Background: an optimization exercise with open tools, aiming at small area. Do not read the settings as production practice.
Only simulation tests tie the RTL to the original design; equivalence was not proved.

## flow/config.mk

```make
export PLATFORM = sky130hd
export DESIGN_NAME = pan_tilt_top
export DESIGN_NICKNAME = pan_tilt_top
export VERILOG_FILES = /design/flow/design.v
export SDC_FILE = /design/flow/constraint.sdc
export NUM_CORES = 4
export LEC_CHECK = 0
export ABC_AREA = 1
export CAP_MARGIN = 20
export CORE_MARGIN = 2
export CORE_UTILIZATION = 40
export SLEW_MARGIN = 20
```

## flow/design.v

```verilog
`default_nettype none
package pan_tilt_pkg;
	localparam int POS_W = 12;
	typedef logic [POS_W-1:0] pos_t;
	localparam int VEC_W = 18;
	typedef logic signed [VEC_W-1:0] vec_t;
	localparam int ANG_W = 16;
	typedef logic [ANG_W-1:0] ang_t;
	localparam ang_t HALF_TURN    = 16'd32768;
	localparam ang_t QUARTER_TURN = 16'd16384;
	localparam int N_STAGES = 14;
	localparam logic [N_STAGES*ANG_W-1:0] ATAN_TABLE = {
		16'd8192, 16'd4836, 16'd2555, 16'd1297,
		16'd651,  16'd326,  16'd163,  16'd81,
		16'd41,   16'd20,   16'd10,   16'd5,
		16'd3,    16'd1
	};
	localparam logic [15:0] CORDIC_GAIN = 16'd26981;
	localparam int GAIN_FRAC = 14;
	typedef logic [7:0] dmx_t;
	localparam int TILT_SHIFT = 6;
	localparam int LATENCY = 30;
endpackage
`default_nettype wire
`timescale 1ns/1ps
`default_nettype none
module add_rca #(
	parameter int W = 8
) (
	input  logic [W-1:0] a,
	input  logic [W-1:0] b,
	input  logic ci,
	output logic [W-1:0] s
);
	logic [W:0] c;
	assign c[0] = ci;
	for (genvar j = 0; j < W; j++) begin : g_bit
		assign s[j] = a[j] ^ b[j] ^ c[j];
		assign c[j+1] = (a[j] & b[j]) | (c[j] & (a[j] ^ b[j]));
	end
endmodule
module add_bk #(
	parameter int W = 8
) (
	input  logic [W-1:0] a,
	input  logic [W-1:0] b,
	input  logic ci,
	output logic [W-1:0] s
);
	localparam int LG = (W > 32) ? 6 : (W > 16) ? 5 : (W > 8) ? 4 : (W > 4) ? 3 : (W > 2) ? 2 : 1;
	logic [W-1:0] p, g, pp, gg;
	always_comb begin
		p = a ^ b;
		g = a & b;
		g[0] = g[0] | (p[0] & ci);
		pp = p;
		gg = g;
		for (int l = 0; (1 << l) < W; l++) begin
			for (int j = (2 << l) - 1; j < W; j += (2 << l)) begin
				gg[j] = gg[j] | (pp[j] & gg[j - (1 << l)]);
				pp[j] = pp[j] & pp[j - (1 << l)];
			end
		end
		for (int l = LG - 1; l >= 1; l--) begin
			for (int j = (3 << (l - 1)) - 1; j < W; j += (2 << (l - 1))) begin
				if (j - (1 << (l - 1)) >= 0 && ((j + 1) % (2 << (l - 1))) != 0) begin
					gg[j] = gg[j] | (pp[j] & gg[j - (1 << (l - 1))]);
					pp[j] = pp[j] & pp[j - (1 << (l - 1))];
				end
			end
		end
		s = p ^ {gg[W-2:0], ci};
	end
endmodule
module add_sk #(
	parameter int W = 8
) (
	input  logic [W-1:0] a,
	input  logic [W-1:0] b,
	input  logic ci,
	output logic [W-1:0] s
);
	logic [W-1:0] p, g, pp, gg;
	always_comb begin
		p = a ^ b;
		g = a & b;
		g[0] = g[0] | (p[0] & ci);
		pp = p;
		gg = g;
		for (int l = 0; (1 << l) < W; l++) begin
			for (int j = 0; j < W; j++) begin
				if ((j >> l) & 1) begin
					gg[j] = gg[j] | (pp[j] & gg[((j >> l) << l) - 1]);
					pp[j] = pp[j] & pp[((j >> l) << l) - 1];
				end
			end
		end
		s = p ^ {gg[W-2:0], ci};
	end
endmodule
`default_nettype wire
`timescale 1ns/1ps
`default_nettype none
module pan_tilt_top (
	input  logic clk,
	input  logic reset,
	input  logic in_valid,
	input  logic [11:0] x_com,
	input  logic [11:0] y_com,
	input  logic [11:0] x_light,
	input  logic [11:0] y_light,
	input  logic [11:0] height,
	output logic out_valid,
	output logic [7:0] pan,
	output logic [7:0] tilt
);
	logic [0:0] sf_s0;
	logic [11:0] px0_s0;
	logic [12:0] py0_s0;
	logic [12:0] dx_s0;
	logic [12:0] dy_s0;
	logic [11:0] height_r1;
	logic [0:0] sf_r1;
	logic [11:0] px0_r1;
	logic [12:0] py0_r1;
	logic [12:0] hs_s1;
	logic [26:0] hprod_s1;
	logic [0:0] pb0_s1;
	logic [12:0] px1_s1;
	logic [12:0] py1_s1;
	logic [0:0] pb1_s1;
	logic [12:0] px2_s1;
	logic [12:0] py2_s1;
	logic [0:0] sf_r2;
	logic [12:0] hs_r2;
	logic [0:0] pb0_r2;
	logic [0:0] pb1_r2;
	logic [12:0] px2_r2;
	logic [12:0] py2_r2;
	logic [0:0] pb2_s2;
	logic [13:0] px3_s2;
	logic [11:0] py3_s2;
	logic [0:0] pb3_s2;
	logic [13:0] px4_s2;
	logic [10:0] py4_s2;
	logic [0:0] sf_r3;
	logic [12:0] hs_r3;
	logic [0:0] pb0_r3;
	logic [0:0] pb1_r3;
	logic [0:0] pb2_r3;
	logic [0:0] pb3_r3;
	logic [13:0] px4_r3;
	logic [10:0] py4_r3;
	logic [0:0] pb4_s3;
	logic [13:0] px5_s3;
	logic [10:0] py5_s3;
	logic [0:0] pb5_s3;
	logic [13:0] px6_s3;
	logic [9:0] py6_s3;
	logic [0:0] sf_r4;
	logic [12:0] hs_r4;
	logic [0:0] pb0_r4;
	logic [0:0] pb1_r4;
	logic [0:0] pb2_r4;
	logic [0:0] pb3_r4;
	logic [0:0] pb4_r4;
	logic [0:0] pb5_r4;
	logic [13:0] px6_r4;
	logic [9:0] py6_r4;
	logic [0:0] pb6_s4;
	logic [13:0] px7_s4;
	logic [8:0] py7_s4;
	logic [0:0] pb7_s4;
	logic [13:0] px8_s4;
	logic [7:0] py8_s4;
	logic [0:0] sf_r5;
	logic [12:0] hs_r5;
	logic [0:0] pb0_r5;
	logic [0:0] pb1_r5;
	logic [0:0] pb2_r5;
	logic [0:0] pb3_r5;
	logic [0:0] pb4_r5;
	logic [0:0] pb5_r5;
	logic [0:0] pb6_r5;
	logic [0:0] pb7_r5;
	logic [13:0] px8_r5;
	logic [7:0] py8_r5;
	logic [0:0] pb8_s5;
	logic [6:0] py9_s5;
	logic [2:0] pa9_s5;
	logic [13:0] pX_s5;
	logic [0:0] pb9_s5;
	logic [5:0] py10_s5;
	logic [2:0] pa10_s5;
	logic pc9_s5;
	logic [3:0] plo9_s5;
	logic [0:0] pb10_s5;
	logic [4:0] py11_s5;
	logic [2:0] pa11_s5;
	logic pc10_s5;
	logic [3:0] plo10_s5;
	logic [0:0] sf_r6;
	logic [12:0] hs_r6;
	logic [0:0] pb0_r6;
	logic [0:0] pb1_r6;
	logic [0:0] pb2_r6;
	logic [0:0] pb3_r6;
	logic [0:0] pb4_r6;
	logic [0:0] pb5_r6;
	logic [0:0] pb6_r6;
	logic [0:0] pb7_r6;
	logic [0:0] pb8_r6;
	logic [13:0] pX_r6;
	logic [0:0] pb9_r6;
	logic [0:0] pb10_r6;
	logic [4:0] py11_r6;
	logic [2:0] pa11_r6;
	logic [0:0] pb11_s6;
	logic [4:0] py12_s6;
	logic [2:0] pa12_s6;
	logic pc11_s6;
	logic [3:0] plo11_s6;
	logic [0:0] pb12_s6;
	logic [3:0] py13_s6;
	logic [2:0] pa13_s6;
	logic pc12_s6;
	logic [3:0] plo12_s6;
	logic [0:0] pb13_s6;
	logic [2:0] pa14_s6;
	logic [0:0] sf_r7;
	logic [12:0] hs_r7;
	logic [0:0] pb0_r7;
	logic [0:0] pb1_r7;
	logic [0:0] pb2_r7;
	logic [0:0] pb3_r7;
	logic [0:0] pb4_r7;
	logic [0:0] pb5_r7;
	logic [0:0] pb6_r7;
	logic [0:0] pb7_r7;
	logic [0:0] pb8_r7;
	logic [13:0] pX_r7;
	logic [0:0] pb9_r7;
	logic [0:0] pb10_r7;
	logic [0:0] pb11_r7;
	logic [0:0] pb12_r7;
	logic [0:0] pb13_r7;
	logic [2:0] pa14_r7;
	logic [13:0] px14_s7;
	logic [13:0] tx1_s7;
	logic [14:0] ty1_s7;
	logic [0:0] tb1_s7;
	logic [14:0] tx2_s7;
	logic [13:0] ty2_s7;
	logic [0:0] sf_r8;
	logic [0:0] pb0_r8;
	logic [0:0] pb1_r8;
	logic [0:0] pb2_r8;
	logic [0:0] pb3_r8;
	logic [0:0] pb4_r8;
	logic [0:0] pb5_r8;
	logic [0:0] pb6_r8;
	logic [0:0] pb7_r8;
	logic [0:0] pb8_r8;
	logic [0:0] pb9_r8;
	logic [0:0] pb10_r8;
	logic [0:0] pb11_r8;
	logic [0:0] pb12_r8;
	logic [0:0] pb13_r8;
	logic [0:0] tb1_r8;
	logic [14:0] tx2_r8;
	logic [13:0] ty2_r8;
	logic [7:0] pan_b_s8;
	logic pcsa_s8_1, pcsa_s8_2;
	logic pcsa_s8_3, pcsa_s8_4;
	logic pcsa_s8_5, pcsa_s8_6;
	logic pcsa_s8_7, pcsa_s8_8;
	logic pcsa_s8_9, pcsa_s8_10;
	logic pcsa_s8_11, pcsa_s8_12;
	logic pcsa_s8_13, pcsa_s8_14;
	logic pcsa_s8_15, pcsa_s8_16;
	logic pcsa_s8_17, pcsa_s8_18;
	logic pcsa_s8_19, pcsa_s8_20;
	logic pcsa_s8_21, pcsa_s8_22;
	logic pcsa_s8_23, pcsa_s8_24;
	logic pcsa_s8_25, pcsa_s8_26;
	logic pcsa_s8_27, pcsa_s8_28;
	logic pcsa_s8_29, pcsa_s8_30;
	logic pcsa_s8_31, pcsa_s8_32;
	logic pcsa_s8_33, pcsa_s8_34;
	logic pcsa_s8_35, pcsa_s8_36;
	logic pcsa_s8_37, pcsa_s8_38;
	logic pcsa_s8_39, pcsa_s8_40;
	logic pcsa_s8_41, pcsa_s8_42;
	logic pcsa_s8_43, pcsa_s8_44;
	logic pcsa_s8_45, pcsa_s8_46;
	logic pcsa_s8_47, pcsa_s8_48;
	logic pcsa_s8_49, pcsa_s8_50;
	logic pcsa_s8_51, pcsa_s8_52;
	logic pcsa_s8_53, pcsa_s8_54;
	logic pcsa_s8_55, pcsa_s8_56;
	logic pcsa_s8_57, pcsa_s8_58;
	logic pcsa_s8_59, pcsa_s8_60;
	logic pcsa_s8_61, pcsa_s8_62;
	logic pcsa_s8_63, pcsa_s8_64;
	logic pcsa_s8_65, pcsa_s8_66;
	logic pcsa_s8_67, pcsa_s8_68;
	logic pcsa_s8_69, pcsa_s8_70;
	logic pcsa_s8_71, pcsa_s8_72;
	logic pcsa_s8_73, pcsa_s8_74;
	logic pcsa_s8_75, pcsa_s8_76;
	logic pcsa_s8_77, pcsa_s8_78;
	logic pcsa_s8_79, pcsa_s8_80;
	logic pcsa_s8_81, pcsa_s8_82;
	logic pcsa_s8_83, pcsa_s8_84;
	logic [15:0] pcsa_s8_85, pcsa_s8_86, pcsa_s8_87;
	logic [0:0] tb2_s8;
	logic [14:0] tx3_s8;
	logic [12:0] ty3_s8;
	logic [0:0] tb3_s8;
	logic [14:0] tx4_s8;
	logic [12:0] ty4_s8;
	logic [0:0] tb1_r9;
	logic [7:0] pan_b_r9;
	logic [0:0] tb2_r9;
	logic [0:0] tb3_r9;
	logic [14:0] tx4_r9;
	logic [12:0] ty4_r9;
	logic [0:0] tb4_s9;
	logic [14:0] tx5_s9;
	logic [11:0] ty5_s9;
	logic [0:0] tb5_s9;
	logic [14:0] tx6_s9;
	logic [10:0] ty6_s9;
	logic [0:0] tb1_r10;
	logic [7:0] pan_b_r10;
	logic [0:0] tb2_r10;
	logic [0:0] tb3_r10;
	logic [0:0] tb4_r10;
	logic [0:0] tb5_r10;
	logic [14:0] tx6_r10;
	logic [10:0] ty6_r10;
	logic [0:0] tb6_s10;
	logic [14:0] tx7_s10;
	logic [9:0] ty7_s10;
	logic [0:0] tb7_s10;
	logic [14:0] tx8_s10;
	logic [8:0] ty8_s10;
	logic [0:0] tb1_r11;
	logic [7:0] pan_b_r11;
	logic [0:0] tb2_r11;
	logic [0:0] tb3_r11;
	logic [0:0] tb4_r11;
	logic [0:0] tb5_r11;
	logic [0:0] tb6_r11;
	logic [0:0] tb7_r11;
	logic [14:0] tx8_r11;
	logic [8:0] ty8_r11;
	logic [0:0] tb8_s11;
	logic [7:0] ty9_s11;
	logic [2:0] ta9_s11;
	logic [14:0] tX_s11;
	logic [0:0] tb9_s11;
	logic [6:0] ty10_s11;
	logic [2:0] ta10_s11;
	logic tc9_s11;
	logic [3:0] tlo9_s11;
	logic [0:0] tb10_s11;
	logic [5:0] ty11_s11;
	logic [2:0] ta11_s11;
	logic tc10_s11;
	logic [3:0] tlo10_s11;
	logic [0:0] tb1_r12;
	logic [7:0] pan_b_r12;
	logic [0:0] tb2_r12;
	logic [0:0] tb3_r12;
	logic [0:0] tb4_r12;
	logic [0:0] tb5_r12;
	logic [0:0] tb6_r12;
	logic [0:0] tb7_r12;
	logic [0:0] tb8_r12;
	logic [14:0] tX_r12;
	logic [0:0] tb9_r12;
	logic [0:0] tb10_r12;
	logic [5:0] ty11_r12;
	logic [2:0] ta11_r12;
	logic [15:0] tpart_s12;
	logic tpcsa_s12_1, tpcsa_s12_2;
	logic tpcsa_s12_3, tpcsa_s12_4;
	logic tpcsa_s12_5, tpcsa_s12_6;
	logic tpcsa_s12_7, tpcsa_s12_8;
	logic tpcsa_s12_9, tpcsa_s12_10;
	logic tpcsa_s12_11, tpcsa_s12_12;
	logic tpcsa_s12_13, tpcsa_s12_14;
	logic tpcsa_s12_15, tpcsa_s12_16;
	logic tpcsa_s12_17, tpcsa_s12_18;
	logic tpcsa_s12_19, tpcsa_s12_20;
	logic tpcsa_s12_21, tpcsa_s12_22;
	logic tpcsa_s12_23, tpcsa_s12_24;
	logic tpcsa_s12_25, tpcsa_s12_26;
	logic tpcsa_s12_27, tpcsa_s12_28;
	logic tpcsa_s12_29, tpcsa_s12_30;
	logic tpcsa_s12_31, tpcsa_s12_32;
	logic tpcsa_s12_33, tpcsa_s12_34;
	logic tpcsa_s12_35, tpcsa_s12_36;
	logic tpcsa_s12_37, tpcsa_s12_38;
	logic tpcsa_s12_39, tpcsa_s12_40;
	logic tpcsa_s12_41, tpcsa_s12_42;
	logic tpcsa_s12_43, tpcsa_s12_44;
	logic tpcsa_s12_45, tpcsa_s12_46;
	logic tpcsa_s12_47, tpcsa_s12_48;
	logic tpcsa_s12_49, tpcsa_s12_50;
	logic tpcsa_s12_51, tpcsa_s12_52;
	logic tpcsa_s12_53, tpcsa_s12_54;
	logic tpcsa_s12_55, tpcsa_s12_56;
	logic [15:0] tpcsa_s12_57, tpcsa_s12_58, tpcsa_s12_59;
	logic [0:0] tb11_s12;
	logic [4:0] ty12_s12;
	logic [2:0] ta12_s12;
	logic tc11_s12;
	logic [3:0] tlo11_s12;
	logic [0:0] tb12_s12;
	logic [4:0] ty13_s12;
	logic tc12_s12;
	logic [3:0] tlo12_s12;
	logic [7:0] pan_b_r13;
	logic [0:0] tb9_r13;
	logic [0:0] tb10_r13;
	logic [15:0] tpart_r13;
	logic [0:0] tb11_r13;
	logic [0:0] tb12_r13;
	logic [4:0] ty13_r13;
	logic [0:0] tb13_s13;
	logic [7:0] tilt_b_s13;
	logic tqcsa_s13_1, tqcsa_s13_2;
	logic tqcsa_s13_3, tqcsa_s13_4;
	logic tqcsa_s13_5, tqcsa_s13_6;
	logic [7:0] tqcsa_s13_7, tqcsa_s13_8, tqcsa_s13_9;
	logic [15:0] tsum_s13;
	logic [13:1] vld;
	assign dx_s0 = {1'b0, x_com} - {1'b0, x_light};
	assign dy_s0 = {1'b0, y_com} - {1'b0, y_light};
	assign sf_s0 = dx_s0[12];
	add_sk #(.W(12)) u_add1 (.a((dx_s0[11:0] ^ {12{dx_s0[12]}})), .b(12'd0), .ci(dx_s0[12]), .s(px0_s0));
	add_sk #(.W(13)) u_add2 (.a((dy_s0 ^ {13{dx_s0[12]}})), .b(13'd0), .ci(dx_s0[12]), .s(py0_s0));
	assign hprod_s1 = height_r1 * 15'd26981;
	assign hs_s1 = hprod_s1[26:14];
	assign pb0_s1 = ~py0_r1[12];
	add_sk #(.W(13)) u_add3 (.a({1'b0, px0_r1}), .b({1'b0, (py0_r1[11:0] ^ {12{py0_r1[12]}})}), .ci(py0_r1[12]), .s(px1_s1));
	add_sk #(.W(13)) u_add4 (.a(py0_r1), .b(({1'b0, px0_r1[11:0]} ^ {13{~py0_r1[12]}})), .ci(~py0_r1[12]), .s(py1_s1));
	assign pb1_s1 = ~py1_s1[12];
	add_sk #(.W(13)) u_add5 (.a(px1_s1), .b({2'b0, (py1_s1[11:1] ^ {11{py1_s1[12]}})}), .ci(py1_s1[12]), .s(px2_s1));
	add_sk #(.W(13)) u_add6 (.a(py1_s1), .b(({1'b0, px1_s1[12:1]} ^ {13{~py1_s1[12]}})), .ci(~py1_s1[12]), .s(py2_s1));
	assign pb2_s2 = ~py2_r2[12];
	add_sk #(.W(14)) u_add7 (.a({1'b0, px2_r2}), .b({4'b0, (py2_r2[11:2] ^ {10{py2_r2[12]}})}), .ci(py2_r2[12]), .s(px3_s2));
	add_sk #(.W(12)) u_add8 (.a(py2_r2[11:0]), .b(({1'b0, px2_r2[12:2]} ^ {12{~py2_r2[12]}})), .ci(~py2_r2[12]), .s(py3_s2));
	assign pb3_s2 = ~py3_s2[11];
	add_sk #(.W(14)) u_add9 (.a(px3_s2), .b({6'b0, (py3_s2[10:3] ^ {8{py3_s2[11]}})}), .ci(py3_s2[11]), .s(px4_s2));
	add_sk #(.W(11)) u_add10 (.a(py3_s2[10:0]), .b((px3_s2[13:3] ^ {11{~py3_s2[11]}})), .ci(~py3_s2[11]), .s(py4_s2));
	assign pb4_s3 = ~py4_r3[10];
	add_sk #(.W(14)) u_add11 (.a(px4_r3), .b({8'b0, (py4_r3[9:4] ^ {6{py4_r3[10]}})}), .ci(py4_r3[10]), .s(px5_s3));
	add_sk #(.W(11)) u_add12 (.a(py4_r3), .b(({1'b0, px4_r3[13:4]} ^ {11{~py4_r3[10]}})), .ci(~py4_r3[10]), .s(py5_s3));
	assign pb5_s3 = ~py5_s3[10];
	add_sk #(.W(14)) u_add13 (.a(px5_s3), .b({9'b0, (py5_s3[9:5] ^ {5{py5_s3[10]}})}), .ci(py5_s3[10]), .s(px6_s3));
	add_sk #(.W(10)) u_add14 (.a(py5_s3[9:0]), .b(({1'b0, px5_s3[13:5]} ^ {10{~py5_s3[10]}})), .ci(~py5_s3[10]), .s(py6_s3));
	assign pb6_s4 = ~py6_r4[9];
	add_sk #(.W(14)) u_add15 (.a(px6_r4), .b({11'b0, (py6_r4[8:6] ^ {3{py6_r4[9]}})}), .ci(py6_r4[9]), .s(px7_s4));
	add_sk #(.W(9)) u_add16 (.a(py6_r4[8:0]), .b(({1'b0, px6_r4[13:6]} ^ {9{~py6_r4[9]}})), .ci(~py6_r4[9]), .s(py7_s4));
	assign pb7_s4 = ~py7_s4[8];
	add_sk #(.W(14)) u_add17 (.a(px7_s4), .b({13'b0, (py7_s4[7:7] ^ {1{py7_s4[8]}})}), .ci(py7_s4[8]), .s(px8_s4));
	add_sk #(.W(8)) u_add18 (.a(py7_s4[7:0]), .b(({1'b0, px7_s4[13:7]} ^ {8{~py7_s4[8]}})), .ci(~py7_s4[8]), .s(py8_s4));
	assign pb8_s5 = ~py8_r5[7];
	assign pX_s5 = px8_r5;
	assign pa9_s5 = {2'b0, py8_r5[7]};
	add_sk #(.W(7)) u_add19 (.a(py8_r5[6:0]), .b(({1'b0, px8_r5[13:8]} ^ {7{~py8_r5[7]}})), .ci(~py8_r5[7]), .s(py9_s5));
	assign pb9_s5 = ~py9_s5[6];
	assign pa10_s5 = pa9_s5 + {2'b0, py9_s5[6]};
	assign plo9_s5 = {1'b0, pX_s5[2:0]} + {1'b0, pa9_s5};
	assign pc9_s5 = (&pX_s5[8:3]) & plo9_s5[3];
	add_sk #(.W(6)) u_add20 (.a(py9_s5[5:0]), .b(({1'b0, pX_s5[13:9]} ^ {6{~py9_s5[6]}})), .ci(~(pc9_s5 ^ py9_s5[6])), .s(py10_s5));
	assign pb10_s5 = ~py10_s5[5];
	assign pa11_s5 = pa10_s5 + {2'b0, py10_s5[5]};
	assign plo10_s5 = {1'b0, pX_s5[2:0]} + {1'b0, pa10_s5};
	assign pc10_s5 = (&pX_s5[9:3]) & plo10_s5[3];
	add_sk #(.W(5)) u_add21 (.a(py10_s5[4:0]), .b(({1'b0, pX_s5[13:10]} ^ {5{~py10_s5[5]}})), .ci(~(pc10_s5 ^ py10_s5[5])), .s(py11_s5));
	assign pb11_s6 = ~py11_r6[4];
	assign pa12_s6 = pa11_r6 + {2'b0, py11_r6[4]};
	assign plo11_s6 = {1'b0, pX_r6[2:0]} + {1'b0, pa11_r6};
	assign pc11_s6 = (&pX_r6[10:3]) & plo11_s6[3];
	add_sk #(.W(5)) u_add22 (.a(py11_r6), .b(({2'b0, pX_r6[13:11]} ^ {5{~py11_r6[4]}})), .ci(~(pc11_s6 ^ py11_r6[4])), .s(py12_s6));
	assign pb12_s6 = ~py12_s6[4];
	assign pa13_s6 = pa12_s6 + {2'b0, py12_s6[4]};
	assign plo12_s6 = {1'b0, pX_r6[2:0]} + {1'b0, pa12_s6};
	assign pc12_s6 = (&pX_r6[11:3]) & plo12_s6[3];
	add_sk #(.W(4)) u_add23 (.a(py12_s6[3:0]), .b(({2'b0, pX_r6[13:12]} ^ {4{~py12_s6[4]}})), .ci(~(pc12_s6 ^ py12_s6[4])), .s(py13_s6));
	assign pb13_s6 = ~py13_s6[3];
	assign pa14_s6 = pa13_s6 + {2'b0, py13_s6[3]};
	add_sk #(.W(14)) u_add24 (.a(pX_r7), .b({11'b0, pa14_r7}), .ci(1'b0), .s(px14_s7));
	add_sk #(.W(14)) u_add25 (.a(px14_s7), .b({1'b0, hs_r7}), .ci(1'b0), .s(tx1_s7));
	add_sk #(.W(15)) u_add26 (.a({1'b0, px14_s7}), .b(~{2'b0, hs_r7}), .ci(1'b1), .s(ty1_s7));
	assign tb1_s7 = ~ty1_s7[14];
	add_sk #(.W(15)) u_add27 (.a({1'b0, tx1_s7}), .b({2'b0, (ty1_s7[13:1] ^ {13{ty1_s7[14]}})}), .ci(ty1_s7[14]), .s(tx2_s7));
	add_sk #(.W(14)) u_add28 (.a(ty1_s7[13:0]), .b(({1'b0, tx1_s7[13:1]} ^ {14{~ty1_s7[14]}})), .ci(~ty1_s7[14]), .s(ty2_s7));
	assign pcsa_s8_1 = pb2_r8 ^ pb3_r8;
	assign pcsa_s8_2 = pb2_r8 & pb3_r8;
	assign pcsa_s8_3 = pcsa_s8_1 ^ pb4_r8 ^ pb6_r8;
	assign pcsa_s8_4 = (pcsa_s8_1 & pb4_r8) | (pcsa_s8_1 & pb6_r8) | (pb4_r8 & pb6_r8);
	assign pcsa_s8_5 = pb7_r8 ^ pb8_r8;
	assign pcsa_s8_6 = pb7_r8 & pb8_r8;
	assign pcsa_s8_7 = pcsa_s8_2 ^ pb2_r8 ^ pb4_r8;
	assign pcsa_s8_8 = (pcsa_s8_2 & pb2_r8) | (pcsa_s8_2 & pb4_r8) | (pb2_r8 & pb4_r8);
	assign pcsa_s8_9 = pb5_r8 ^ pb6_r8;
	assign pcsa_s8_10 = pb5_r8 & pb6_r8;
	assign pcsa_s8_11 = pb1_r8 ^ pb5_r8;
	assign pcsa_s8_12 = pb1_r8 & pb5_r8;
	assign pcsa_s8_13 = pcsa_s8_3 ^ pcsa_s8_5 ^ pb11_r8;
	assign pcsa_s8_14 = (pcsa_s8_3 & pcsa_s8_5) | (pcsa_s8_3 & pb11_r8) | (pcsa_s8_5 & pb11_r8);
	assign pcsa_s8_15 = pcsa_s8_4 ^ pcsa_s8_6 ^ pcsa_s8_7;
	assign pcsa_s8_16 = (pcsa_s8_4 & pcsa_s8_6) | (pcsa_s8_4 & pcsa_s8_7) | (pcsa_s8_6 & pcsa_s8_7);
	assign pcsa_s8_17 = pcsa_s8_9 ^ pb10_r8;
	assign pcsa_s8_18 = pcsa_s8_9 & pb10_r8;
	assign pcsa_s8_19 = pcsa_s8_8 ^ pcsa_s8_10 ^ pcsa_s8_11;
	assign pcsa_s8_20 = (pcsa_s8_8 & pcsa_s8_10) | (pcsa_s8_8 & pcsa_s8_11) | (pcsa_s8_10 & pcsa_s8_11);
	assign pcsa_s8_21 = pb9_r8 ^ pb11_r8 ^ 1'b1;
	assign pcsa_s8_22 = (pb9_r8 & pb11_r8) | (pb9_r8 & 1'b1) | (pb11_r8 & 1'b1);
	assign pcsa_s8_23 = pcsa_s8_12 ^ pb2_r8 ^ pb4_r8;
	assign pcsa_s8_24 = (pcsa_s8_12 & pb2_r8) | (pcsa_s8_12 & pb4_r8) | (pb2_r8 & pb4_r8);
	assign pcsa_s8_25 = pb8_r8 ^ pb10_r8 ^ 1'b1;
	assign pcsa_s8_26 = (pb8_r8 & pb10_r8) | (pb8_r8 & 1'b1) | (pb10_r8 & 1'b1);
	assign pcsa_s8_27 = pb2_r8 ^ pb3_r8 ^ pb7_r8;
	assign pcsa_s8_28 = (pb2_r8 & pb3_r8) | (pb2_r8 & pb7_r8) | (pb3_r8 & pb7_r8);
	assign pcsa_s8_29 = pb9_r8 ^ 1'b1;
	assign pcsa_s8_30 = pb9_r8 & 1'b1;
	assign pcsa_s8_31 = pb1_r8 ^ pb2_r8 ^ pb6_r8;
	assign pcsa_s8_32 = (pb1_r8 & pb2_r8) | (pb1_r8 & pb6_r8) | (pb2_r8 & pb6_r8);
	assign pcsa_s8_33 = pb8_r8 ^ 1'b1;
	assign pcsa_s8_34 = pb8_r8 & 1'b1;
	assign pcsa_s8_35 = pb1_r8 ^ pb2_r8 ^ pb5_r8;
	assign pcsa_s8_36 = (pb1_r8 & pb2_r8) | (pb1_r8 & pb5_r8) | (pb2_r8 & pb5_r8);
	assign pcsa_s8_37 = pb7_r8 ^ 1'b1;
	assign pcsa_s8_38 = pb7_r8 & 1'b1;
	assign pcsa_s8_39 = pb1_r8 ^ pb2_r8 ^ pb4_r8;
	assign pcsa_s8_40 = (pb1_r8 & pb2_r8) | (pb1_r8 & pb4_r8) | (pb2_r8 & pb4_r8);
	assign pcsa_s8_41 = pcsa_s8_13 ^ pb12_r8;
	assign pcsa_s8_42 = pcsa_s8_13 & pb12_r8;
	assign pcsa_s8_43 = pcsa_s8_14 ^ pcsa_s8_15 ^ pcsa_s8_17;
	assign pcsa_s8_44 = (pcsa_s8_14 & pcsa_s8_15) | (pcsa_s8_14 & pcsa_s8_17) | (pcsa_s8_15 & pcsa_s8_17);
	assign pcsa_s8_45 = pcsa_s8_16 ^ pcsa_s8_18 ^ pcsa_s8_19;
	assign pcsa_s8_46 = (pcsa_s8_16 & pcsa_s8_18) | (pcsa_s8_16 & pcsa_s8_19) | (pcsa_s8_18 & pcsa_s8_19);
	assign pcsa_s8_47 = pcsa_s8_20 ^ pcsa_s8_22 ^ pcsa_s8_23;
	assign pcsa_s8_48 = (pcsa_s8_20 & pcsa_s8_22) | (pcsa_s8_20 & pcsa_s8_23) | (pcsa_s8_22 & pcsa_s8_23);
	assign pcsa_s8_49 = pcsa_s8_24 ^ pcsa_s8_26 ^ pcsa_s8_27;
	assign pcsa_s8_50 = (pcsa_s8_24 & pcsa_s8_26) | (pcsa_s8_24 & pcsa_s8_27) | (pcsa_s8_26 & pcsa_s8_27);
	assign pcsa_s8_51 = pcsa_s8_28 ^ pcsa_s8_30 ^ pcsa_s8_31;
	assign pcsa_s8_52 = (pcsa_s8_28 & pcsa_s8_30) | (pcsa_s8_28 & pcsa_s8_31) | (pcsa_s8_30 & pcsa_s8_31);
	assign pcsa_s8_53 = pcsa_s8_32 ^ pcsa_s8_34 ^ pcsa_s8_35;
	assign pcsa_s8_54 = (pcsa_s8_32 & pcsa_s8_34) | (pcsa_s8_32 & pcsa_s8_35) | (pcsa_s8_34 & pcsa_s8_35);
	assign pcsa_s8_55 = pcsa_s8_36 ^ pcsa_s8_38 ^ pcsa_s8_39;
	assign pcsa_s8_56 = (pcsa_s8_36 & pcsa_s8_38) | (pcsa_s8_36 & pcsa_s8_39) | (pcsa_s8_38 & pcsa_s8_39);
	assign pcsa_s8_57 = pcsa_s8_40 ^ pb2_r8 ^ pb3_r8;
	assign pcsa_s8_58 = (pcsa_s8_40 & pb2_r8) | (pcsa_s8_40 & pb3_r8) | (pb2_r8 & pb3_r8);
	assign pcsa_s8_59 = pcsa_s8_41 ^ pb13_r8;
	assign pcsa_s8_60 = pcsa_s8_41 & pb13_r8;
	assign pcsa_s8_61 = pcsa_s8_42 ^ pcsa_s8_43 ^ pb12_r8;
	assign pcsa_s8_62 = (pcsa_s8_42 & pcsa_s8_43) | (pcsa_s8_42 & pb12_r8) | (pcsa_s8_43 & pb12_r8);
	assign pcsa_s8_63 = pcsa_s8_44 ^ pcsa_s8_45 ^ pcsa_s8_21;
	assign pcsa_s8_64 = (pcsa_s8_44 & pcsa_s8_45) | (pcsa_s8_44 & pcsa_s8_21) | (pcsa_s8_45 & pcsa_s8_21);
	assign pcsa_s8_65 = pcsa_s8_46 ^ pcsa_s8_47 ^ pcsa_s8_25;
	assign pcsa_s8_66 = (pcsa_s8_46 & pcsa_s8_47) | (pcsa_s8_46 & pcsa_s8_25) | (pcsa_s8_47 & pcsa_s8_25);
	assign pcsa_s8_67 = pcsa_s8_48 ^ pcsa_s8_49 ^ pcsa_s8_29;
	assign pcsa_s8_68 = (pcsa_s8_48 & pcsa_s8_49) | (pcsa_s8_48 & pcsa_s8_29) | (pcsa_s8_49 & pcsa_s8_29);
	assign pcsa_s8_69 = pcsa_s8_50 ^ pcsa_s8_51 ^ pcsa_s8_33;
	assign pcsa_s8_70 = (pcsa_s8_50 & pcsa_s8_51) | (pcsa_s8_50 & pcsa_s8_33) | (pcsa_s8_51 & pcsa_s8_33);
	assign pcsa_s8_71 = pcsa_s8_52 ^ pcsa_s8_53 ^ pcsa_s8_37;
	assign pcsa_s8_72 = (pcsa_s8_52 & pcsa_s8_53) | (pcsa_s8_52 & pcsa_s8_37) | (pcsa_s8_53 & pcsa_s8_37);
	assign pcsa_s8_73 = pcsa_s8_54 ^ pcsa_s8_55 ^ pb6_r8;
	assign pcsa_s8_74 = (pcsa_s8_54 & pcsa_s8_55) | (pcsa_s8_54 & pb6_r8) | (pcsa_s8_55 & pb6_r8);
	assign pcsa_s8_75 = pcsa_s8_56 ^ pcsa_s8_57 ^ pb5_r8;
	assign pcsa_s8_76 = (pcsa_s8_56 & pcsa_s8_57) | (pcsa_s8_56 & pb5_r8) | (pcsa_s8_57 & pb5_r8);
	assign pcsa_s8_77 = pcsa_s8_58 ^ pb1_r8 ^ pb4_r8;
	assign pcsa_s8_78 = (pcsa_s8_58 & pb1_r8) | (pcsa_s8_58 & pb4_r8) | (pb1_r8 & pb4_r8);
	assign pcsa_s8_79 = pb3_r8 ^ 1'b1;
	assign pcsa_s8_80 = pb3_r8 & 1'b1;
	assign pcsa_s8_81 = pb2_r8 ^ 1'b1;
	assign pcsa_s8_82 = pb2_r8 & 1'b1;
	assign pcsa_s8_83 = pb1_r8 ^ 1'b1;
	assign pcsa_s8_84 = pb1_r8 & 1'b1;
	assign pcsa_s8_85 = {1'b0, pcsa_s8_84, pcsa_s8_82, pcsa_s8_80, pcsa_s8_78, pcsa_s8_76, pcsa_s8_74, pcsa_s8_72, pcsa_s8_70, pcsa_s8_68, pcsa_s8_66, pcsa_s8_64, pcsa_s8_62, pcsa_s8_60, pcsa_s8_59, 1'b1};
	assign pcsa_s8_86 = {1'b0, pb0_r8, pcsa_s8_83, pcsa_s8_81, pcsa_s8_79, pcsa_s8_77, pcsa_s8_75, pcsa_s8_73, pcsa_s8_71, pcsa_s8_69, pcsa_s8_67, pcsa_s8_65, pcsa_s8_63, pcsa_s8_61, 1'b1, 1'b0};
	add_sk #(.W(16)) u_add29 (.a(pcsa_s8_85), .b(pcsa_s8_86), .ci(1'b0), .s(pcsa_s8_87));
	assign pan_b_s8 = {pcsa_s8_87[15] ^ sf_r8, pcsa_s8_87[14:8]};
	assign tb2_s8 = ~ty2_r8[13];
	add_sk #(.W(15)) u_add30 (.a(tx2_r8), .b({4'b0, (ty2_r8[12:2] ^ {11{ty2_r8[13]}})}), .ci(ty2_r8[13]), .s(tx3_s8));
	add_sk #(.W(13)) u_add31 (.a(ty2_r8[12:0]), .b((tx2_r8[14:2] ^ {13{~ty2_r8[13]}})), .ci(~ty2_r8[13]), .s(ty3_s8));
	assign tb3_s8 = ~ty3_s8[12];
	add_sk #(.W(15)) u_add32 (.a(tx3_s8), .b({6'b0, (ty3_s8[11:3] ^ {9{ty3_s8[12]}})}), .ci(ty3_s8[12]), .s(tx4_s8));
	add_sk #(.W(13)) u_add33 (.a(ty3_s8), .b(({1'b0, tx3_s8[14:3]} ^ {13{~ty3_s8[12]}})), .ci(~ty3_s8[12]), .s(ty4_s8));
	assign tb4_s9 = ~ty4_r9[12];
	add_sk #(.W(15)) u_add34 (.a(tx4_r9), .b({7'b0, (ty4_r9[11:4] ^ {8{ty4_r9[12]}})}), .ci(ty4_r9[12]), .s(tx5_s9));
	add_sk #(.W(12)) u_add35 (.a(ty4_r9[11:0]), .b(({1'b0, tx4_r9[14:4]} ^ {12{~ty4_r9[12]}})), .ci(~ty4_r9[12]), .s(ty5_s9));
	assign tb5_s9 = ~ty5_s9[11];
	add_sk #(.W(15)) u_add36 (.a(tx5_s9), .b({9'b0, (ty5_s9[10:5] ^ {6{ty5_s9[11]}})}), .ci(ty5_s9[11]), .s(tx6_s9));
	add_sk #(.W(11)) u_add37 (.a(ty5_s9[10:0]), .b(({1'b0, tx5_s9[14:5]} ^ {11{~ty5_s9[11]}})), .ci(~ty5_s9[11]), .s(ty6_s9));
	assign tb6_s10 = ~ty6_r10[10];
	add_sk #(.W(15)) u_add38 (.a(tx6_r10), .b({11'b0, (ty6_r10[9:6] ^ {4{ty6_r10[10]}})}), .ci(ty6_r10[10]), .s(tx7_s10));
	add_sk #(.W(10)) u_add39 (.a(ty6_r10[9:0]), .b(({1'b0, tx6_r10[14:6]} ^ {10{~ty6_r10[10]}})), .ci(~ty6_r10[10]), .s(ty7_s10));
	assign tb7_s10 = ~ty7_s10[9];
	add_sk #(.W(15)) u_add40 (.a(tx7_s10), .b({13'b0, (ty7_s10[8:7] ^ {2{ty7_s10[9]}})}), .ci(ty7_s10[9]), .s(tx8_s10));
	add_sk #(.W(9)) u_add41 (.a(ty7_s10[8:0]), .b(({1'b0, tx7_s10[14:7]} ^ {9{~ty7_s10[9]}})), .ci(~ty7_s10[9]), .s(ty8_s10));
	assign tb8_s11 = ~ty8_r11[8];
	assign tX_s11 = tx8_r11;
	assign ta9_s11 = {2'b0, ty8_r11[8]};
	add_sk #(.W(8)) u_add42 (.a(ty8_r11[7:0]), .b(({1'b0, tx8_r11[14:8]} ^ {8{~ty8_r11[8]}})), .ci(~ty8_r11[8]), .s(ty9_s11));
	assign tb9_s11 = ~ty9_s11[7];
	assign ta10_s11 = ta9_s11 + {2'b0, ty9_s11[7]};
	assign tlo9_s11 = {1'b0, tX_s11[2:0]} + {1'b0, ta9_s11};
	assign tc9_s11 = (&tX_s11[8:3]) & tlo9_s11[3];
	add_sk #(.W(7)) u_add43 (.a(ty9_s11[6:0]), .b(({1'b0, tX_s11[14:9]} ^ {7{~ty9_s11[7]}})), .ci(~(tc9_s11 ^ ty9_s11[7])), .s(ty10_s11));
	assign tb10_s11 = ~ty10_s11[6];
	assign ta11_s11 = ta10_s11 + {2'b0, ty10_s11[6]};
	assign tlo10_s11 = {1'b0, tX_s11[2:0]} + {1'b0, ta10_s11};
	assign tc10_s11 = (&tX_s11[9:3]) & tlo10_s11[3];
	add_sk #(.W(6)) u_add44 (.a(ty10_s11[5:0]), .b(({1'b0, tX_s11[14:10]} ^ {6{~ty10_s11[6]}})), .ci(~(tc10_s11 ^ ty10_s11[6])), .s(ty11_s11));
	assign tpcsa_s12_1 = tb2_r12 ^ tb3_r12;
	assign tpcsa_s12_2 = tb2_r12 & tb3_r12;
	assign tpcsa_s12_3 = tpcsa_s12_1 ^ tb4_r12 ^ tb6_r12;
	assign tpcsa_s12_4 = (tpcsa_s12_1 & tb4_r12) | (tpcsa_s12_1 & tb6_r12) | (tb4_r12 & tb6_r12);
	assign tpcsa_s12_5 = tpcsa_s12_2 ^ tb2_r12 ^ tb4_r12;
	assign tpcsa_s12_6 = (tpcsa_s12_2 & tb2_r12) | (tpcsa_s12_2 & tb4_r12) | (tb2_r12 & tb4_r12);
	assign tpcsa_s12_7 = tb1_r12 ^ tb2_r12;
	assign tpcsa_s12_8 = tb1_r12 & tb2_r12;
	assign tpcsa_s12_9 = tb1_r12 ^ tb2_r12 ^ tb5_r12;
	assign tpcsa_s12_10 = (tb1_r12 & tb2_r12) | (tb1_r12 & tb5_r12) | (tb2_r12 & tb5_r12);
	assign tpcsa_s12_11 = tb1_r12 ^ tb2_r12;
	assign tpcsa_s12_12 = tb1_r12 & tb2_r12;
	assign tpcsa_s12_13 = tpcsa_s12_3 ^ tb7_r12;
	assign tpcsa_s12_14 = tpcsa_s12_3 & tb7_r12;
	assign tpcsa_s12_15 = tpcsa_s12_4 ^ tpcsa_s12_5 ^ tb5_r12;
	assign tpcsa_s12_16 = (tpcsa_s12_4 & tpcsa_s12_5) | (tpcsa_s12_4 & tb5_r12) | (tpcsa_s12_5 & tb5_r12);
	assign tpcsa_s12_17 = tpcsa_s12_6 ^ tb1_r12 ^ tb5_r12;
	assign tpcsa_s12_18 = (tpcsa_s12_6 & tb1_r12) | (tpcsa_s12_6 & tb5_r12) | (tb1_r12 & tb5_r12);
	assign tpcsa_s12_19 = tb2_r12 ^ tb4_r12 ^ tb8_r12;
	assign tpcsa_s12_20 = (tb2_r12 & tb4_r12) | (tb2_r12 & tb8_r12) | (tb4_r12 & tb8_r12);
	assign tpcsa_s12_21 = tb2_r12 ^ tb3_r12 ^ tb7_r12;
	assign tpcsa_s12_22 = (tb2_r12 & tb3_r12) | (tb2_r12 & tb7_r12) | (tb3_r12 & tb7_r12);
	assign tpcsa_s12_23 = tpcsa_s12_7 ^ tb6_r12 ^ tb8_r12;
	assign tpcsa_s12_24 = (tpcsa_s12_7 & tb6_r12) | (tpcsa_s12_7 & tb8_r12) | (tb6_r12 & tb8_r12);
	assign tpcsa_s12_25 = tpcsa_s12_8 ^ tpcsa_s12_9 ^ tb7_r12;
	assign tpcsa_s12_26 = (tpcsa_s12_8 & tpcsa_s12_9) | (tpcsa_s12_8 & tb7_r12) | (tpcsa_s12_9 & tb7_r12);
	assign tpcsa_s12_27 = tpcsa_s12_10 ^ tpcsa_s12_11 ^ tb4_r12;
	assign tpcsa_s12_28 = (tpcsa_s12_10 & tpcsa_s12_11) | (tpcsa_s12_10 & tb4_r12) | (tpcsa_s12_11 & tb4_r12);
	assign tpcsa_s12_29 = tpcsa_s12_12 ^ tb2_r12 ^ tb3_r12;
	assign tpcsa_s12_30 = (tpcsa_s12_12 & tb2_r12) | (tpcsa_s12_12 & tb3_r12) | (tb2_r12 & tb3_r12);
	assign tpcsa_s12_31 = tpcsa_s12_13 ^ tb8_r12;
	assign tpcsa_s12_32 = tpcsa_s12_13 & tb8_r12;
	assign tpcsa_s12_33 = tpcsa_s12_14 ^ tpcsa_s12_15 ^ tb6_r12;
	assign tpcsa_s12_34 = (tpcsa_s12_14 & tpcsa_s12_15) | (tpcsa_s12_14 & tb6_r12) | (tpcsa_s12_15 & tb6_r12);
	assign tpcsa_s12_35 = tpcsa_s12_16 ^ tpcsa_s12_17 ^ 1'b1;
	assign tpcsa_s12_36 = (tpcsa_s12_16 & tpcsa_s12_17) | (tpcsa_s12_16 & 1'b1) | (tpcsa_s12_17 & 1'b1);
	assign tpcsa_s12_37 = tpcsa_s12_18 ^ tpcsa_s12_19 ^ 1'b1;
	assign tpcsa_s12_38 = (tpcsa_s12_18 & tpcsa_s12_19) | (tpcsa_s12_18 & 1'b1) | (tpcsa_s12_19 & 1'b1);
	assign tpcsa_s12_39 = tpcsa_s12_20 ^ tpcsa_s12_21 ^ 1'b1;
	assign tpcsa_s12_40 = (tpcsa_s12_20 & tpcsa_s12_21) | (tpcsa_s12_20 & 1'b1) | (tpcsa_s12_21 & 1'b1);
	assign tpcsa_s12_41 = tpcsa_s12_22 ^ tpcsa_s12_23 ^ 1'b1;
	assign tpcsa_s12_42 = (tpcsa_s12_22 & tpcsa_s12_23) | (tpcsa_s12_22 & 1'b1) | (tpcsa_s12_23 & 1'b1);
	assign tpcsa_s12_43 = tpcsa_s12_24 ^ tpcsa_s12_25 ^ 1'b1;
	assign tpcsa_s12_44 = (tpcsa_s12_24 & tpcsa_s12_25) | (tpcsa_s12_24 & 1'b1) | (tpcsa_s12_25 & 1'b1);
	assign tpcsa_s12_45 = tpcsa_s12_26 ^ tpcsa_s12_27 ^ tb6_r12;
	assign tpcsa_s12_46 = (tpcsa_s12_26 & tpcsa_s12_27) | (tpcsa_s12_26 & tb6_r12) | (tpcsa_s12_27 & tb6_r12);
	assign tpcsa_s12_47 = tpcsa_s12_28 ^ tpcsa_s12_29 ^ tb5_r12;
	assign tpcsa_s12_48 = (tpcsa_s12_28 & tpcsa_s12_29) | (tpcsa_s12_28 & tb5_r12) | (tpcsa_s12_29 & tb5_r12);
	assign tpcsa_s12_49 = tpcsa_s12_30 ^ tb1_r12 ^ tb4_r12;
	assign tpcsa_s12_50 = (tpcsa_s12_30 & tb1_r12) | (tpcsa_s12_30 & tb4_r12) | (tb1_r12 & tb4_r12);
	assign tpcsa_s12_51 = tb3_r12 ^ 1'b1;
	assign tpcsa_s12_52 = tb3_r12 & 1'b1;
	assign tpcsa_s12_53 = tb2_r12 ^ 1'b1;
	assign tpcsa_s12_54 = tb2_r12 & 1'b1;
	assign tpcsa_s12_55 = tb1_r12 ^ 1'b1;
	assign tpcsa_s12_56 = tb1_r12 & 1'b1;
	assign tpcsa_s12_57 = {1'b1, tpcsa_s12_56, tpcsa_s12_54, tpcsa_s12_52, tpcsa_s12_50, tpcsa_s12_48, tpcsa_s12_46, tpcsa_s12_44, tpcsa_s12_42, tpcsa_s12_40, tpcsa_s12_38, tpcsa_s12_36, tpcsa_s12_34, tpcsa_s12_32, tpcsa_s12_31, 1'b1};
	assign tpcsa_s12_58 = {1'b0, 1'b1, tpcsa_s12_55, tpcsa_s12_53, tpcsa_s12_51, tpcsa_s12_49, tpcsa_s12_47, tpcsa_s12_45, tpcsa_s12_43, tpcsa_s12_41, tpcsa_s12_39, tpcsa_s12_37, tpcsa_s12_35, tpcsa_s12_33, 1'b1, 1'b0};
	add_sk #(.W(16)) u_add45 (.a(tpcsa_s12_57), .b(tpcsa_s12_58), .ci(1'b0), .s(tpcsa_s12_59));
	assign tpart_s12 = tpcsa_s12_59;
	assign tb11_s12 = ~ty11_r12[5];
	assign ta12_s12 = ta11_r12 + {2'b0, ty11_r12[5]};
	assign tlo11_s12 = {1'b0, tX_r12[2:0]} + {1'b0, ta11_r12};
	assign tc11_s12 = (&tX_r12[10:3]) & tlo11_s12[3];
	add_sk #(.W(5)) u_add46 (.a(ty11_r12[4:0]), .b(({1'b0, tX_r12[14:11]} ^ {5{~ty11_r12[5]}})), .ci(~(tc11_s12 ^ ty11_r12[5])), .s(ty12_s12));
	assign tb12_s12 = ~ty12_s12[4];
	assign tlo12_s12 = {1'b0, tX_r12[2:0]} + {1'b0, ta12_s12};
	assign tc12_s12 = (&tX_r12[11:3]) & tlo12_s12[3];
	add_sk #(.W(5)) u_add47 (.a(ty12_s12), .b(({2'b0, tX_r12[14:12]} ^ {5{~ty12_s12[4]}})), .ci(~(tc12_s12 ^ ty12_s12[4])), .s(ty13_s12));
	assign tb13_s13 = ~ty13_r13[4];
	assign tqcsa_s13_1 = tb11_r13 ^ tb12_r13;
	assign tqcsa_s13_2 = tb11_r13 & tb12_r13;
	assign tqcsa_s13_3 = tb10_r13 ^ tb12_r13;
	assign tqcsa_s13_4 = tb10_r13 & tb12_r13;
	assign tqcsa_s13_5 = tb9_r13 ^ tb11_r13;
	assign tqcsa_s13_6 = tb9_r13 & tb11_r13;
	assign tqcsa_s13_7 = {1'b0, 1'b0, tb9_r13, tqcsa_s13_6, tqcsa_s13_4, tqcsa_s13_2, tqcsa_s13_1, 1'b0};
	assign tqcsa_s13_8 = {1'b0, 1'b0, 1'b0, tb10_r13, tqcsa_s13_5, tqcsa_s13_3, tb13_s13, 1'b0};
	add_sk #(.W(8)) u_add48 (.a(tqcsa_s13_7), .b(tqcsa_s13_8), .ci(1'b0), .s(tqcsa_s13_9));
	add_sk #(.W(16)) u_add49 (.a(tpart_r13), .b({8'b0, tqcsa_s13_9}), .ci(1'b0), .s(tsum_s13));
	assign tilt_b_s13 = tsum_s13[15] ? 8'd0 : tsum_s13[14] ? 8'd255 : tsum_s13[13:6];
	always_ff @(posedge clk) begin
		if (reset) vld <= '0;
		else vld <= {vld[12:1], in_valid};
	end
	always_ff @(posedge clk) begin
		height_r1 <= height;
		sf_r1 <= sf_s0;
		px0_r1 <= px0_s0;
		py0_r1 <= py0_s0;
		sf_r2 <= sf_r1;
		hs_r2 <= hs_s1;
		pb0_r2 <= pb0_s1;
		pb1_r2 <= pb1_s1;
		px2_r2 <= px2_s1;
		py2_r2 <= py2_s1;
		sf_r3 <= sf_r2;
		hs_r3 <= hs_r2;
		pb0_r3 <= pb0_r2;
		pb1_r3 <= pb1_r2;
		pb2_r3 <= pb2_s2;
		pb3_r3 <= pb3_s2;
		px4_r3 <= px4_s2;
		py4_r3 <= py4_s2;
		sf_r4 <= sf_r3;
		hs_r4 <= hs_r3;
		pb0_r4 <= pb0_r3;
		pb1_r4 <= pb1_r3;
		pb2_r4 <= pb2_r3;
		pb3_r4 <= pb3_r3;
		pb4_r4 <= pb4_s3;
		pb5_r4 <= pb5_s3;
		px6_r4 <= px6_s3;
		py6_r4 <= py6_s3;
		sf_r5 <= sf_r4;
		hs_r5 <= hs_r4;
		pb0_r5 <= pb0_r4;
		pb1_r5 <= pb1_r4;
		pb2_r5 <= pb2_r4;
		pb3_r5 <= pb3_r4;
		pb4_r5 <= pb4_r4;
		pb5_r5 <= pb5_r4;
		pb6_r5 <= pb6_s4;
		pb7_r5 <= pb7_s4;
		px8_r5 <= px8_s4;
		py8_r5 <= py8_s4;
		sf_r6 <= sf_r5;
		hs_r6 <= hs_r5;
		pb0_r6 <= pb0_r5;
		pb1_r6 <= pb1_r5;
		pb2_r6 <= pb2_r5;
		pb3_r6 <= pb3_r5;
		pb4_r6 <= pb4_r5;
		pb5_r6 <= pb5_r5;
		pb6_r6 <= pb6_r5;
		pb7_r6 <= pb7_r5;
		pb8_r6 <= pb8_s5;
		pX_r6 <= pX_s5;
		pb9_r6 <= pb9_s5;
		pb10_r6 <= pb10_s5;
		py11_r6 <= py11_s5;
		pa11_r6 <= pa11_s5;
		sf_r7 <= sf_r6;
		hs_r7 <= hs_r6;
		pb0_r7 <= pb0_r6;
		pb1_r7 <= pb1_r6;
		pb2_r7 <= pb2_r6;
		pb3_r7 <= pb3_r6;
		pb4_r7 <= pb4_r6;
		pb5_r7 <= pb5_r6;
		pb6_r7 <= pb6_r6;
		pb7_r7 <= pb7_r6;
		pb8_r7 <= pb8_r6;
		pX_r7 <= pX_r6;
		pb9_r7 <= pb9_r6;
		pb10_r7 <= pb10_r6;
		pb11_r7 <= pb11_s6;
		pb12_r7 <= pb12_s6;
		pb13_r7 <= pb13_s6;
		pa14_r7 <= pa14_s6;
		sf_r8 <= sf_r7;
		pb0_r8 <= pb0_r7;
		pb1_r8 <= pb1_r7;
		pb2_r8 <= pb2_r7;
		pb3_r8 <= pb3_r7;
		pb4_r8 <= pb4_r7;
		pb5_r8 <= pb5_r7;
		pb6_r8 <= pb6_r7;
		pb7_r8 <= pb7_r7;
		pb8_r8 <= pb8_r7;
		pb9_r8 <= pb9_r7;
		pb10_r8 <= pb10_r7;
		pb11_r8 <= pb11_r7;
		pb12_r8 <= pb12_r7;
		pb13_r8 <= pb13_r7;
		tb1_r8 <= tb1_s7;
		tx2_r8 <= tx2_s7;
		ty2_r8 <= ty2_s7;
		tb1_r9 <= tb1_r8;
		pan_b_r9 <= pan_b_s8;
		tb2_r9 <= tb2_s8;
		tb3_r9 <= tb3_s8;
		tx4_r9 <= tx4_s8;
		ty4_r9 <= ty4_s8;
		tb1_r10 <= tb1_r9;
		pan_b_r10 <= pan_b_r9;
		tb2_r10 <= tb2_r9;
		tb3_r10 <= tb3_r9;
		tb4_r10 <= tb4_s9;
		tb5_r10 <= tb5_s9;
		tx6_r10 <= tx6_s9;
		ty6_r10 <= ty6_s9;
		tb1_r11 <= tb1_r10;
		pan_b_r11 <= pan_b_r10;
		tb2_r11 <= tb2_r10;
		tb3_r11 <= tb3_r10;
		tb4_r11 <= tb4_r10;
		tb5_r11 <= tb5_r10;
		tb6_r11 <= tb6_s10;
		tb7_r11 <= tb7_s10;
		tx8_r11 <= tx8_s10;
		ty8_r11 <= ty8_s10;
		tb1_r12 <= tb1_r11;
		pan_b_r12 <= pan_b_r11;
		tb2_r12 <= tb2_r11;
		tb3_r12 <= tb3_r11;
		tb4_r12 <= tb4_r11;
		tb5_r12 <= tb5_r11;
		tb6_r12 <= tb6_r11;
		tb7_r12 <= tb7_r11;
		tb8_r12 <= tb8_s11;
		tX_r12 <= tX_s11;
		tb9_r12 <= tb9_s11;
		tb10_r12 <= tb10_s11;
		ty11_r12 <= ty11_s11;
		ta11_r12 <= ta11_s11;
		pan_b_r13 <= pan_b_r12;
		tb9_r13 <= tb9_r12;
		tb10_r13 <= tb10_r12;
		tpart_r13 <= tpart_s12;
		tb11_r13 <= tb11_s12;
		tb12_r13 <= tb12_s12;
		ty13_r13 <= ty13_s12;
	end
	assign out_valid = vld[13];
	assign pan = pan_b_r13;
	assign tilt = tilt_b_s13;
endmodule
`default_nettype wire
```

## flow/run.sh

```bash
#!/bin/bash
# synth_recipe.tcl (not shown) runs the flow's synth.tcl, then flattens the netlist and writes it again
# the make line also repeats each setting of config.mk as NAME=value (left out here)
make -C /OpenROAD-flow-scripts/flow DESIGN_CONFIG=/design/flow/config.mk WORK_HOME=/design/flow/orfs CLKGATE_MAP_FILE= SYNTH_SCRIPT=/design/flow/synth_recipe.tcl finish
```

## flow/constraint.sdc

```tcl
create_clock -name core_clock -period 5.0 [get_ports {clk}]
set_input_delay 1.0000 -clock core_clock [delete_from_list [all_inputs] [get_ports {clk}]]
set_output_delay 1.0000 -clock core_clock [all_outputs]
set_load 0.01 [all_outputs]
```

==> flow_summary.toml <==
[timing]
fmax_mhz = 204
hold_viol = 0
whs_ns = 0.302
slew_viol_final = 0
worst_pin_slew_ns = 0.636
slew_headroom = 0.576
fin_crit_sh = 0.980
fin_crit_ns = 4.90
finalWorstSetupSlack_ns = 0.101
skew_ns = 0.0315
setup_viol = 0
grt_setup_unrepaired = "true"

[logic_synthesis]
synth_edf_count = 0
synthTopCellsByArea = "dfxtp_1 (30%), ha_1 (16%), fa_1 (13%)"
synth_area_um2 = 36600
syn_area_per_cell_um2 = 8.93
synth_seq_cells = 548
synth.distinct_cells = 55
synth_top_area_share = 0.300
async_flop_share = 0
synthCells = 4096
synth-main-ff-cell = "dfxtp_1"
syn_nets = 4868
yosysSeqAreaShare = 0.300
yosysWarnings = 14
synth_top_area_cell = "dfxtp_1"

[cells_and_area]
nets = 5059
final_common_cell = "inv_1"
instances_no_fill = 5513
n_antenna_cell = 0
design_area_um2 = 41800
mostFrequentLayoutCells = "inv_1 (701), nand2_1 (682), dfxtp_1 (541), ha_1 (471), xor2_1 (321)"
syn_to_final_growth_pct = 14.3
drive_above_1_share = 0.0851

[floorplanning]
die_area_um2 = 93900
fp-row-count = 110
initial_core_util = 0.405
die_w_um = 306
fp.dieH_um = 306
num_io_pins = 80
coreArea_um2 = 90300

[global_route]
grt_pass1_wl_um = 117000
grt_max_degree = 19
antenna_found_initial = 1
grtUsageTotal = 0.148
first_global_vias = 24800
grt_overflow = 0

[routing]
drt_iter0_drc = 816
wl_um = 68400
via_per_inst = 4.49
final_antenna_net_count = 0
route.detailed.drc = 0
firstDrtPassIters = 5
vias = 24800
wl_per_cell_um = 12.4

[clock_tree]
cts.clk_slew.worst_paths_ns = 0.06
clkSinkCount = 548
root_buffer = "clkbuf_16"
cts_buffer_depth = 3
cts_htree_levels = 2
hold_buffers = 0
cts_buffers = 61
clock_latency_ns = 0.66
cts_tree = "done"

[worst_setup_path]
cp_max_fo = 4
cp-end-kind = "output pin"
required_ns = 4.00
crit_arrival_ns = 3.90
crit_type = "flop to output pin"
startpoint_type = "flop"

[placement]
portBuffers = 79
pre_cts_ws_ns = -0.123
dp.final_hpwl_um = 57000
dp_cells = 5379
dpl_cell_area_um2 = 39100
routabilityCongestion = 0.844

[status]
status = "finished clean"

[worst_hold_path]
holdCritPathClass = "flop to flop"

[flow_run]
cap_violations = 0
-- logic make-up after synthesis --
kind of cell               synth area share
AOI/OAI and AO/OA                    0.0503
muxes                               0.00291
adders and majority gates             0.290
DFF                                   0.300
and+or+nand+nor                       0.143
buffers and inverters                0.0792
xor gates and xnor gates              0.135
-- synthesized netlist by cell type, types with 2 or more instances --
library cell and count:
inv_1 708, nand2_1 694, dfxtp_1 548, ha_1 479
xor2_1 327, xnor2_1 234, fa_1 230, nand3_1 201
a21oi_1 176, nor2_1 150, nand4_1 49, o21ai_0 48
a21o_1 35, nand3b_1 21, nor3_1 19, o21bai_1 19
or2_2 19, nand2_2 18, a31oi_1 9, buf_1 8
nor2_2 8, buf_2 7, clkbuf_1 7, a31o_2 6
buf_6 6, a211oi_1 5, a21boi_0 5, buf_4 5
mux2_2 5, mux2i_1 5, nor2_4 5, inv_2 4
nor4_1 4, a21oi_2 3, and2_1 3, nand3_2 3
clkinv_1 2, o221a_2 2, o31ai_1 2, or2_1 2
-- flip-flops by register name (all words and copies together), names as in the netlist, 14 cells and up --
name / flops
px8_r5: 14
tx6_r10: 15
tx2_r8: 15
pX_r6: 14
px6_r4: 14
pX_r7: 14
ty2_r8: 14
px4_r3: 14
tX_r12: 15
tpart_r13: 15
tx4_r9: 15
tx8_r11: 15
-- metrics by stage --
| step | util | TNS (ns) |
|---|---|---|
| floorplan | - | -0.0135 |
| global placement | 0.434 | -0.0756 |
| detailed placement | 0.434 | -0.204 |
| CTS | 0.458 | -0.0440 |
| global route | 0.463 | -1.05 |
| finish | 0.463 | 0 |
-- final timing paths --
path | start | end | slack, ns | cells past startpoint
setup / recovery | tb9_r13$_DFF_P_ | tilt[5] | 0.10 | 18
hold / removal | tb1_r11$_DFF_P_ | tb1_r12$_DFF_P_ | 0.30 | 0
setup reg to reg | ty8_r11[8]$_DFF_P_ | ty11_r12[5]$_DFF_P_ | 0.11 | 27
hold reg to reg | tb1_r11$_DFF_P_ | tb1_r12$_DFF_P_ | 0.30 | 0
-- critical path, stage by stage (launching register included) --
cell and delay (ns):
dfxtp_4 0.36, ha_4 0.22, ha_4 0.28, nand2_2 0.05, nor2_2 0.10, a211oi_2 0.07, fa_2 0.38, xnor2_2 0.14
ha_1 0.29, a21o_1 0.17, a21oi_4 0.08, a21boi_4 0.19, nand3_2 0.11, o21ai_2 0.18, nand2_2 0.10, buf_6 0.13
buf_4 0.13, a21oi_2 0.12, buf_2 0.14
-- per-layer routing --
| metal | track usage | up-vias | wire (um) |
|---|---|---|---|
| li1 | - | 13200 | - |
| met5 | 0 | - | 0 |
| met3 | 0.0223 | 92 | 2010 |
| met2 | 0.257 | 233 | 31700 |
| met4 | 0.0390 | 0 | 1610 |
| met1 | 0.193 | 11200 | 33100 |
-- area by class of cell --
type	count	area (um^2)
sequential	548	11000
tap	1176	1470
timing repair buffer	162	1420
fill	8649	48500
clock inverter	31	385
clock buffer	82	1740
multi-input combinational	2800	23100
inverter	714	2680
-- repair_timing --
action | 4_1_cts | 5_1_grt
gates resized for setup | 39 | 95
setup endpoints to repair | 13 | 32
pin swaps | 10 | 32
buffers inserted | 7 | 14

-- re-timing with driven ports --
How much do the figures lean on ideal ports? The routed layout below was timed once more, with nothing changed but the port constraints. Step 1 assumes that a clkbuf_16 drives the clock port and a buf_2 every other input. Step 2 adds t to the input delays and takes it off the output delays; t is the mean of the earliest and latest rising clock arrival at the registers after step 1. Input paths then give back, and output paths get back, about the clock's delay inside the block. Slacks: ideal ports / drivers / drivers and shift; pairs: ideal ports / drivers.
t, ns: 0.703
setup slack, ns: 0.101 / 0.039 / 0.112
slew at the worst register clock pin (ns): 0.06 / 0.06
worst slew at a driven data input, ns: 0.04
After both steps this run still meets setup and hold. For this run, drivers alone change the setup slack by -0.062 ns; drivers and shift together by +0.011 ns.
